This design comes from an exercise in tuning for small area, a short achievable clock period and few clock cycles per item on the open sky130 flow, not from production work. The RTL was checked by simulation tests, not by an equivalence proof against the original design.

**design/flow/design.v**
```verilog
`default_nettype none
package aes_pkg;
	localparam int unsigned AES_NB = 4;
	localparam int unsigned AES_NR = 10;
	localparam int unsigned AES_BLOCK_W = 128;
	localparam int unsigned AES_WORD_W = 32;
	localparam int unsigned AES_BYTE_W = 8;
	typedef logic [AES_BYTE_W-1:0] aes_byte_t;
	typedef logic [AES_WORD_W-1:0] aes_word_t;
	typedef logic [$clog2(AES_NR+1)-1:0] aes_round_t;
	localparam aes_byte_t AES_RCON_INIT = 8'h01;
	localparam aes_byte_t AES_REDUCE = 8'h1b;
	typedef logic [AES_BLOCK_W-1:0] aes_block_u;
	function automatic aes_byte_t aes_xtime(input aes_byte_t b);
		aes_byte_t shifted;
		shifted = {b[AES_BYTE_W-2:0], 1'b0};
		aes_xtime = b[AES_BYTE_W-1] ? (shifted ^ AES_REDUCE) : shifted;
	endfunction
endpackage
`default_nettype wire
`default_nettype none
module aes_sbox (
	input  wire [7:0] byte_i,
	output wire [7:0] byte_o
);
	wire U0, U1, U2, U3, U4, U5, U6, U7;
	assign {U0, U1, U2, U3, U4, U5, U6, U7} = byte_i;
	wire T1, T2, T3, T4, T5, T6, T7, T8, T9, T10;
	wire T11, T12, T13, T14, T15, T16, T17, T18, T19, T20;
	wire T21, T22, T23, T24, T25, T26, T27, M1, M2, M3;
	wire M4, M5, M6, M7, M8, M9, M10, M11, M12, M13;
	wire M14, M15, M16, M17, M18, M19, M20, M21, M22, M23;
	wire M24, M25, M26, M27, M28, M29, M30, M31, M32, M33;
	wire M34, M35, M36, M37, M38, M39, M40, M41, M42, M43;
	wire M44, M45, M46, M47, M48, M49, M50, M51, M52, M53;
	wire M54, M55, M56, M57, M58, M59, M60, M61, M62, M63;
	wire L0, L1, L2, L3, L4, L5, L6, L7, L8, L9;
	wire L10, L11, L12, L13, L14, L15, L16, L17, L18, L19;
	wire L20, L21, L22, L23, L24, L25, L26, L27, L28, L29;
	wire S0, S1, S2, S3, S4, S5, S6, S7;
	aes_xor2 g0 (.a(U0), .b(U3), .y(T1));
	aes_xor2 g1 (.a(U0), .b(U5), .y(T2));
	aes_xor2 g2 (.a(U0), .b(U6), .y(T3));
	aes_xor2 g3 (.a(U3), .b(U5), .y(T4));
	aes_xor2 g4 (.a(U4), .b(U6), .y(T5));
	aes_xor2 g5 (.a(T1), .b(T5), .y(T6));
	aes_xor2 g6 (.a(U1), .b(U2), .y(T7));
	aes_xor2 g7 (.a(U7), .b(T6), .y(T8));
	aes_xor2 g8 (.a(U7), .b(T7), .y(T9));
	aes_xor2 g9 (.a(T6), .b(T7), .y(T10));
	aes_xor2 g10 (.a(U1), .b(U5), .y(T11));
	aes_xor2 g11 (.a(U2), .b(U5), .y(T12));
	aes_xor2 g12 (.a(T3), .b(T4), .y(T13));
	aes_xor2 g13 (.a(T6), .b(T11), .y(T14));
	aes_xor2 g14 (.a(T5), .b(T11), .y(T15));
	aes_xor2 g15 (.a(T5), .b(T12), .y(T16));
	aes_xor2 g16 (.a(T9), .b(T16), .y(T17));
	aes_xor2 g17 (.a(U3), .b(U7), .y(T18));
	aes_xor2 g18 (.a(T7), .b(T18), .y(T19));
	aes_xor2 g19 (.a(T1), .b(T19), .y(T20));
	aes_xor2 g20 (.a(U6), .b(U7), .y(T21));
	aes_xor2 g21 (.a(T7), .b(T21), .y(T22));
	aes_xor2 g22 (.a(T2), .b(T22), .y(T23));
	aes_xor2 g23 (.a(T2), .b(T10), .y(T24));
	aes_xor2 g24 (.a(T20), .b(T17), .y(T25));
	aes_xor2 g25 (.a(T3), .b(T16), .y(T26));
	aes_xor2 g26 (.a(T1), .b(T12), .y(T27));
	aes_and2 g27 (.a(T13), .b(T6), .y(M1));
	aes_and2 g28 (.a(T23), .b(T8), .y(M2));
	aes_xor2 g29 (.a(T14), .b(M1), .y(M3));
	aes_and2 g30 (.a(T19), .b(U7), .y(M4));
	aes_xor2 g31 (.a(M4), .b(M1), .y(M5));
	aes_and2 g32 (.a(T3), .b(T16), .y(M6));
	aes_and2 g33 (.a(T22), .b(T9), .y(M7));
	aes_xor2 g34 (.a(T26), .b(M6), .y(M8));
	aes_and2 g35 (.a(T20), .b(T17), .y(M9));
	aes_xor2 g36 (.a(M9), .b(M6), .y(M10));
	aes_and2 g37 (.a(T1), .b(T15), .y(M11));
	aes_and2 g38 (.a(T4), .b(T27), .y(M12));
	aes_xor2 g39 (.a(M12), .b(M11), .y(M13));
	aes_and2 g40 (.a(T2), .b(T10), .y(M14));
	aes_xor2 g41 (.a(M14), .b(M11), .y(M15));
	aes_xor2 g42 (.a(M3), .b(M2), .y(M16));
	aes_xor2 g43 (.a(M5), .b(T24), .y(M17));
	aes_xor2 g44 (.a(M8), .b(M7), .y(M18));
	aes_xor2 g45 (.a(M10), .b(M15), .y(M19));
	aes_xor2 g46 (.a(M16), .b(M13), .y(M20));
	aes_xor2 g47 (.a(M17), .b(M15), .y(M21));
	aes_xor2 g48 (.a(M18), .b(M13), .y(M22));
	aes_xor2 g49 (.a(M19), .b(T25), .y(M23));
	aes_xor2 g50 (.a(M22), .b(M23), .y(M24));
	aes_and2 g51 (.a(M22), .b(M20), .y(M25));
	aes_xor2 g52 (.a(M21), .b(M25), .y(M26));
	aes_xor2 g53 (.a(M20), .b(M21), .y(M27));
	aes_xor2 g54 (.a(M23), .b(M25), .y(M28));
	aes_and2 g55 (.a(M28), .b(M27), .y(M29));
	aes_and2 g56 (.a(M26), .b(M24), .y(M30));
	aes_and2 g57 (.a(M20), .b(M23), .y(M31));
	aes_and2 g58 (.a(M27), .b(M31), .y(M32));
	aes_xor2 g59 (.a(M27), .b(M25), .y(M33));
	aes_and2 g60 (.a(M21), .b(M22), .y(M34));
	aes_and2 g61 (.a(M24), .b(M34), .y(M35));
	aes_xor2 g62 (.a(M24), .b(M25), .y(M36));
	aes_xor2 g63 (.a(M21), .b(M29), .y(M37));
	aes_xor2 g64 (.a(M32), .b(M33), .y(M38));
	aes_xor2 g65 (.a(M23), .b(M30), .y(M39));
	aes_xor2 g66 (.a(M35), .b(M36), .y(M40));
	aes_xor2 g67 (.a(M38), .b(M40), .y(M41));
	aes_xor2 g68 (.a(M37), .b(M39), .y(M42));
	aes_xor2 g69 (.a(M37), .b(M38), .y(M43));
	aes_xor2 g70 (.a(M39), .b(M40), .y(M44));
	aes_xor2 g71 (.a(M42), .b(M41), .y(M45));
	aes_and2 g72 (.a(M44), .b(T6), .y(M46));
	aes_and2 g73 (.a(M40), .b(T8), .y(M47));
	aes_and2 g74 (.a(M39), .b(U7), .y(M48));
	aes_and2 g75 (.a(M43), .b(T16), .y(M49));
	aes_and2 g76 (.a(M38), .b(T9), .y(M50));
	aes_and2 g77 (.a(M37), .b(T17), .y(M51));
	aes_and2 g78 (.a(M42), .b(T15), .y(M52));
	aes_and2 g79 (.a(M45), .b(T27), .y(M53));
	aes_and2 g80 (.a(M41), .b(T10), .y(M54));
	aes_and2 g81 (.a(M44), .b(T13), .y(M55));
	aes_and2 g82 (.a(M40), .b(T23), .y(M56));
	aes_and2 g83 (.a(M39), .b(T19), .y(M57));
	aes_and2 g84 (.a(M43), .b(T3), .y(M58));
	aes_and2 g85 (.a(M38), .b(T22), .y(M59));
	aes_and2 g86 (.a(M37), .b(T20), .y(M60));
	aes_and2 g87 (.a(M42), .b(T1), .y(M61));
	aes_and2 g88 (.a(M45), .b(T4), .y(M62));
	aes_and2 g89 (.a(M41), .b(T2), .y(M63));
	aes_xor2 g90 (.a(M61), .b(M62), .y(L0));
	aes_xor2 g91 (.a(M50), .b(M56), .y(L1));
	aes_xor2 g92 (.a(M46), .b(M48), .y(L2));
	aes_xor2 g93 (.a(M47), .b(M55), .y(L3));
	aes_xor2 g94 (.a(M54), .b(M58), .y(L4));
	aes_xor2 g95 (.a(M49), .b(M61), .y(L5));
	aes_xor2 g96 (.a(M62), .b(L5), .y(L6));
	aes_xor2 g97 (.a(M46), .b(L3), .y(L7));
	aes_xor2 g98 (.a(M51), .b(M59), .y(L8));
	aes_xor2 g99 (.a(M52), .b(M53), .y(L9));
	aes_xor2 g100 (.a(M53), .b(L4), .y(L10));
	aes_xor2 g101 (.a(M60), .b(L2), .y(L11));
	aes_xor2 g102 (.a(M48), .b(M51), .y(L12));
	aes_xor2 g103 (.a(M50), .b(L0), .y(L13));
	aes_xor2 g104 (.a(M52), .b(M61), .y(L14));
	aes_xor2 g105 (.a(M55), .b(L1), .y(L15));
	aes_xor2 g106 (.a(M56), .b(L0), .y(L16));
	aes_xor2 g107 (.a(M57), .b(L1), .y(L17));
	aes_xor2 g108 (.a(M58), .b(L8), .y(L18));
	aes_xor2 g109 (.a(M63), .b(L4), .y(L19));
	aes_xor2 g110 (.a(L0), .b(L1), .y(L20));
	aes_xor2 g111 (.a(L1), .b(L7), .y(L21));
	aes_xor2 g112 (.a(L3), .b(L12), .y(L22));
	aes_xor2 g113 (.a(L18), .b(L2), .y(L23));
	aes_xor2 g114 (.a(L15), .b(L9), .y(L24));
	aes_xor2 g115 (.a(L6), .b(L10), .y(L25));
	aes_xor2 g116 (.a(L7), .b(L9), .y(L26));
	aes_xor2 g117 (.a(L8), .b(L10), .y(L27));
	aes_xor2 g118 (.a(L11), .b(L14), .y(L28));
	aes_xor2 g119 (.a(L11), .b(L17), .y(L29));
	aes_xor2 g120 (.a(L6), .b(L24), .y(S0));
	aes_xnor2 g121 (.a(L16), .b(L26), .y(S1));
	aes_xnor2 g122 (.a(L19), .b(L28), .y(S2));
	aes_xor2 g123 (.a(L6), .b(L21), .y(S3));
	aes_xor2 g124 (.a(L20), .b(L22), .y(S4));
	aes_xor2 g125 (.a(L25), .b(L29), .y(S5));
	aes_xnor2 g126 (.a(L13), .b(L27), .y(S6));
	aes_xnor2 g127 (.a(L6), .b(L23), .y(S7));
	assign byte_o = {S0, S1, S2, S3, S4, S5, S6, S7};
endmodule
module aes_xor2 (input wire a, input wire b, output wire y);
	assign y = a ^ b;
endmodule
module aes_xnor2 (input wire a, input wire b, output wire y);
	assign y = ~(a ^ b);
endmodule
module aes_and2 (input wire a, input wire b, output wire y);
	assign y = a & b;
endmodule
`default_nettype wire
`default_nettype none
module aes_round (
	input  wire aes_pkg::aes_block_u state_i,
	input  wire aes_pkg::aes_block_u round_key_i,
	output aes_pkg::aes_block_u      state_o,
	output aes_pkg::aes_block_u      final_o
);
	function automatic aes_pkg::aes_word_t mix_column(input aes_pkg::aes_word_t col);
		aes_pkg::aes_byte_t a0;
		aes_pkg::aes_byte_t a1;
		aes_pkg::aes_byte_t a2;
		aes_pkg::aes_byte_t a3;
		aes_pkg::aes_byte_t x0;
		aes_pkg::aes_byte_t x1;
		aes_pkg::aes_byte_t x2;
		aes_pkg::aes_byte_t x3;
		{a0, a1, a2, a3} = col;
		x0 = aes_pkg::aes_xtime(a0);
		x1 = aes_pkg::aes_xtime(a1);
		x2 = aes_pkg::aes_xtime(a2);
		x3 = aes_pkg::aes_xtime(a3);
		mix_column = {x0 ^ x1 ^ a1 ^ a2 ^ a3, a0 ^ x1 ^ x2 ^ a2 ^ a3,
			a0 ^ a1 ^ x2 ^ x3 ^ a3, x0 ^ a0 ^ a1 ^ a2 ^ x3};
	endfunction
	aes_pkg::aes_block_u sub_state;
	aes_pkg::aes_block_u shift_state;
	aes_pkg::aes_block_u mix_state;
	for (genvar i = 0; i < 16; i++) begin : g_sbox
		aes_sbox sbox_i (
			.byte_i(state_i[127-8*i -: 8]),
			.byte_o(sub_state[127-8*i -: 8])
		);
	end
	always_comb begin
		for (int c = 0; c < 4; c++) begin
			for (int r = 0; r < 4; r++) begin
				shift_state[127-8*(4*c + r) -: 8] = sub_state[127-8*(4*((c + r) % 4) + r) -: 8];
			end
		end
	end
	always_comb begin
		for (int c = 0; c < 4; c++) begin
			mix_state[127-32*c -: 32] = mix_column(shift_state[127-32*c -: 32]);
		end
	end
	assign state_o = mix_state ^ round_key_i;
	assign final_o = shift_state ^ round_key_i;
endmodule
`default_nettype wire
`default_nettype none
module aes_key_expander (
	input  wire aes_pkg::aes_block_u key_i,
	input  wire aes_pkg::aes_byte_t  rcon_i,
	output aes_pkg::aes_block_u      key_o
);
	logic [31:0] sub_bytes;
	for (genvar i = 0; i < 4; i++) begin : g_sbox
		aes_sbox sbox_i (
			.byte_i(key_i[127-8*(12 + (i + 1) % 4) -: 8]),
			.byte_o(sub_bytes[31-8*i -: 8])
		);
	end
	always_comb begin
		key_o[127 -: 32] = key_i[127 -: 32] ^ sub_bytes ^ {rcon_i, 24'h000000};
		for (int i = 1; i < 4; i++) begin
			key_o[127-32*i -: 32] = key_i[127-32*i -: 32] ^ key_o[127-32*(i-1) -: 32];
		end
	end
endmodule
`default_nettype wire
`default_nettype none
module aes128_enc (
	input  wire                      clock_clk_i,
	input  wire                      arst_n_i,
	input  wire                      in_req_i,
	output logic                     in_ack_o,
	input  wire aes_pkg::aes_block_u plaintext_i,
	input  wire aes_pkg::aes_block_u key_i,
	output logic                     out_req_o,
	input  wire                      out_ack_i,
	output aes_pkg::aes_block_u      ciphertext_o
);
	logic ack_q;
	logic seen_q;         
	logic                busy_q;
	aes_pkg::aes_byte_t  rcon_q;
	aes_pkg::aes_block_u state_q;
	aes_pkg::aes_block_u key_q;
	logic                out_full_q;
	logic                out_req_q;
	aes_pkg::aes_block_u ct_q;
	aes_pkg::aes_block_u round_key;
	aes_pkg::aes_block_u round_out;
	aes_pkg::aes_block_u final_out;
	logic final_round;
	logic finish;
	logic step;
	logic capture;
	assign final_round = rcon_q == 8'h36;
	assign finish = busy_q && final_round && !out_full_q;
	assign step = busy_q && !final_round;
	assign capture = seen_q && (!busy_q || finish);
	aes_key_expander key_expander_i (
		.key_i (key_q),
		.rcon_i(rcon_q),
		.key_o (round_key)
	);
	aes_round round_i (
		.state_i    (state_q),
		.round_key_i(round_key),
		.state_o    (round_out),
		.final_o    (final_out)
	);
	always_ff @(posedge clock_clk_i or negedge arst_n_i) begin
		if (!arst_n_i) begin
			ack_q <= 1'b0;
			seen_q <= 1'b0;
			busy_q <= 1'b0;
			rcon_q <= 8'h01;
			out_full_q <= 1'b0;
			out_req_q <= 1'b0;
		end else begin
			seen_q <= in_req_i && !ack_q && !capture;
			if (capture) begin
				ack_q <= 1'b1;
			end else if (!in_req_i) begin
				ack_q <= 1'b0;
			end
			if (capture) begin
				busy_q <= 1'b1;
				rcon_q <= 8'h01;
			end else if (finish) begin
				busy_q <= 1'b0;
			end else if (step) begin
				rcon_q <= aes_pkg::aes_xtime(rcon_q);
			end
			if (finish) begin
				out_req_q <= 1'b1;
				out_full_q <= 1'b1;
			end else begin
				if (out_ack_i) begin
					out_req_q <= 1'b0;
				end
				if (!out_req_q && !out_ack_i) begin
					out_full_q <= 1'b0;
				end
			end
		end
	end
	always_ff @(posedge clock_clk_i) begin
		if (capture) begin
			state_q <= plaintext_i ^ key_i;
			key_q <= key_i;
		end else if (step) begin
			state_q <= round_out;
			key_q <= round_key;
		end
		if (finish) begin
			ct_q <= final_out;
		end
	end
	assign in_ack_o = ack_q;
	assign out_req_o = out_req_q;
	assign ciphertext_o = ct_q;
endmodule
`default_nettype wire
```
**design/flow/config.mk**
```make
export PLATFORM = sky130hd
export DESIGN_NAME = aes128_enc
export DESIGN_NICKNAME = aes128_enc
export VERILOG_FILES = /design/flow/design.v
export SDC_FILE = /design/flow/constraint.sdc
export NUM_CORES = 4
export LEC_CHECK = 0
export CAP_MARGIN = 20
export CORE_MARGIN = 2
export CORE_UTILIZATION = 40
export SLEW_MARGIN = 20
export SYNTH_HIERARCHICAL = 1
```
**design/flow/constraint.sdc**
```tcl
create_clock -name core_clock -period 10.0 [get_ports {clock_clk_i}]
set_input_delay 2.0000 -clock core_clock [delete_from_list [all_inputs] [get_ports {clock_clk_i}]]
set_output_delay 2.0000 -clock core_clock [all_outputs]
set_load 0.01 [all_outputs]
```
**design/flow/run.sh**
```bash
#!/bin/bash
# synth_recipe.tcl (not shown) runs the flow's synth.tcl, then flattens the netlist and writes it again
# the make line also repeats each setting of config.mk as NAME=value (left out here)
make -C /OpenROAD-flow-scripts/flow DESIGN_CONFIG=/design/flow/config.mk WORK_HOME=/design/flow/orfs CLKGATE_MAP_FILE= SYNTH_SCRIPT=/design/flow/synth_recipe.tcl finish
```
==> summary.txt <==
* Async set-or-reset flop fraction in the synthesized netlist at 0.0327
* First-pass GRT wire length at ~220 mm
* Number of synthesized flops with an enable pin at 384
* Mapped Nets at 4880
* Remaining DRCs at 0
* Postcts setup bufs at 0
* Cts hold-fix bufs at 0
* Post-detailed-route wirelength per cell at 24.0 um
* Worst R2R End: state_q[18]
* Most common cell after layout, fill and taps aside: xor2_1
* Pin count of the biggest net entering global routing at 174
* Grt ovf at 0
* Slew Viols, Final at 0
* Crit path arrival time at just over 8 ns
* Clk buf depth at 3
* Port bufs at a little under 400
* Max-Cap Viols at 0
* Routed vias at around 32000
* Setup CP Type: reg2reg
* Seq/Total Area, Yosys at 0.257
* Core ar. at roughly 110000 um^2
* Final net count at 5132
* Worst-path clk slew at 0.06 ns
* Worst Hold Endpoint: seen_q
* HP Class: reg2reg
* Cell Rows at 124
* Placer congestion estimate at 0.961
* Total GRT Usage at 0.257
* Final Hold Fails at 0
* CP max FO at 5
* DRC marker count from the first detailed-route iteration at 2397
* Worst Reg-to-Reg Cells at 24
* Later-pin clock latency in the skew report at 0.66 ns
* Setup TNS at 0 ns
* Initial Util at 0.404
* Share of cells above drive strength 1 at 0.0397
* Worst reg-to-reg setup slack at 2.25 ns
* Clock skew at 0.0394 ns
* Cells after Synth at around 4600
* Hold path depth at 1
* Num CTS Buffers at 52
* Final wirelength at 154 mm
* Final Setup Violations at 0
* CTS resizes at 0
* Die footprint at 118000 um^2
* P&R area growth vs syn at 13.9%
* Flops & latches, synth at 397
* Crit. End Element: register
* Critical Path Source Type: register
* Fmax achieved at 129 MHz
* Actual slew at the worst max-slew pin at 1.26 ns
* Final critical-path share of the clock period at 0.775
* Placed Area at around 51000 um^2
* CTS tree: built
* Minimum clock period at 7.75 ns
* Detailed placement HPWL at 127 mm
* Status: no timing/DRC/antenna violations
* Number of global-route vias before repair at 31900
* Distinct cell type count after synthesis at 35
* Initial antenna violation count at 8
* Ys flop type: edfxtp_1
* Detailed-route vias per instance at 4.92
* Commonest cells after routing, fill and taps aside: 2095 x xor2_1, 731 x xnor2_1, 680 x and2_1
* Worst reg2reg startpoint: key_q[12]
* Min-Delay Startpoint: ack_q
* # IOs at about 400
* Die width at 344 um
* DRT antenna net count at 0
* Clock tree sinks at 397
* Drt pass-1 iters at 6
* Root Driver: clkbuf_16
* H-tree levels at 2
* Slew headroom at 0.152
* Yosys warns at 9
* Synth Cell Area at roughly 46000 um^2
* Fin area at around 53000 um^2
* Avg Cell Area, Syn at 9.99 um^2
* WP data required at 10.35 ns
* DIE HEIGHT at 344 um
* RSZ-0062 raised after global routing: false
modules after synthesis, one instance, submodules excluded:
module	flops+latches	cell area (um^2)	copies in the design
aes_key_expander	0	1550	1
aes_and2	0	6.26	680
aes_round	0	6370	1
aes_xor2	0	8.76	1800
aes_sbox	0	60.1	20
aes128_enc	397	16300	1
aes_xnor2	0	8.76	80
metal layers:
metal,track usage,up-vias,share of wire
li1,-,15100,-
met1,0.344,15400,0.44
met2,0.420,1011,0.46
met3,0.0390,200,0.060
met4,0.0880,8,0.038
met5,0,-,0.00037
how the worst max path moves through the flow:
stage	slack (ns)	start	to	cells after the start
finish	2.25	key_q[12]	state_q[18]	24
global route	1.76	key_q[12]	state_q[18]	24
CTS	2.33	key_q[28]	state_q[4]	25
detailed placement	2.36	key_q[28]	state_q[4]	25
global placement	1.93	key_q[12]	state_q[18]	24
floorplan	2.22	seen_q	key_q[0]	4
final cells by class:
cell class                 instances  area (um^2)
clock buffer                      61         1390
sequential                       397        11900
antenna                            1         2.50
clock inverter                    35          342
fill                           10900        61800
timing repair buffer             455         4400
inverter                           3         11.3
multi-input combinational       3963        32700
tap                             1512         1890
logic make-up (layout without fill, tap and decap cells):
group,Yosys count,in the layout,synth area share
flops,397,397,0.257
compound gates,269,269,0.0297
buf+inv,260,554,0.0373
mux,128,128,0.0312
simple gates,706,706,0.0955
xor+xnor,2860,2860,0.549
other cells,0,1,0
per-stage QoR:
step	hold WS (ns)	setup slack (ns)	std cells	utilization
6_report	0.477	2.25	6427	0.460
4_1_cts	0.483	2.33	6426	0.460
3_5_place_dp	0.466	2.36	6330	0.445
5_1_grt	0.506	1.76	6426	0.460
3_3_place_gp	0.467	1.93	6330	0.444
2_1_floorplan	0.481	2.22	4620	-
worst max-delay path: stages (launching register included):
cell      delay, ns
edfxtp_1       0.49
xor2_1         0.47
xor2_1         0.44
xor2_1         0.30
and2_1         0.18
xor2_1         0.26
xor2_1         0.20
xor2_1         0.37
xor2_1         0.28
and2_1         0.18
xor2_1         0.34
xor2_1         0.28
and2_1         0.27
xor2_1         0.21
xor2_1         0.46
xor2_1         0.22
xor2_1         0.26
xor2_2         0.68
xnor2_2        0.44
xor2_1         0.47
xnor2_1        0.15
xnor2_1        0.23
xnor2_1        0.09
a21oi_1        0.12
a21oi_1        0.05
Yosys cell counts (5+ instances only):
cell / number / share of area
a21oi_1: 259 / 0.028
and2_1: 681 / 0.092
buf_2: 43 / 0.0047
buf_4: 162 / 0.026
buf_6: 10 / 0.0024
clkbuf_1: 40 / 0.0033
dfrtp_1: 12 / 0.0065
edfxtp_1: 384 / 0.25
mux2_1: 109 / 0.027
mux2_2: 19 / 0.0046
nand2_1: 11 / 0.00089
o21ai_0: 6 / 0.00065
xnor2_1: 736 / 0.14
xnor3_1: 15 / 0.0073
xor2_1: 2099 / 0.40
xor2_2: 5 / 0.0018
registers in the layout, indices dropped and copies added, names as in the netlist:
| register | count |
|---|---|
| ack_q | 1 |
| ct_q | 128 |
| rcon_q | 8 |
| busy_q | 1 |
| state_q | 128 |
| key_q | 128 |
| out_full_q | 1 |
| out_req_q | 1 |
| seen_q | 1 |
Testbench counts, summed over its fixed seeds: cycles 3,856, items 384.

[re-timing with driven ports]
No port has a modelled driver above. Below, the same layout with a new extraction and two added sets of constraints.
Step 1, drivers: a clkbuf_16 drives clock_clk_i and a buf_2 each remaining input, both assumed.
Step 2 times the ports against the registers' clock, not the clock port: input delays grow and output delays shrink by t, the midpoint of the rising clock arrivals with the driver on.
a / b / c = no drivers / after step 1 / after step 2; a / b = the first two.
shift t [ns]: 0.716
setup slack, ns: 2.251 / 2.251 / 2.251
worst setup path after step 2: register to register
pins driven straight from the clock port: 1
After both steps this run still meets setup and hold. For this run, drivers alone change the setup slack by 0.000 ns; drivers and shift together by 0.000 ns.
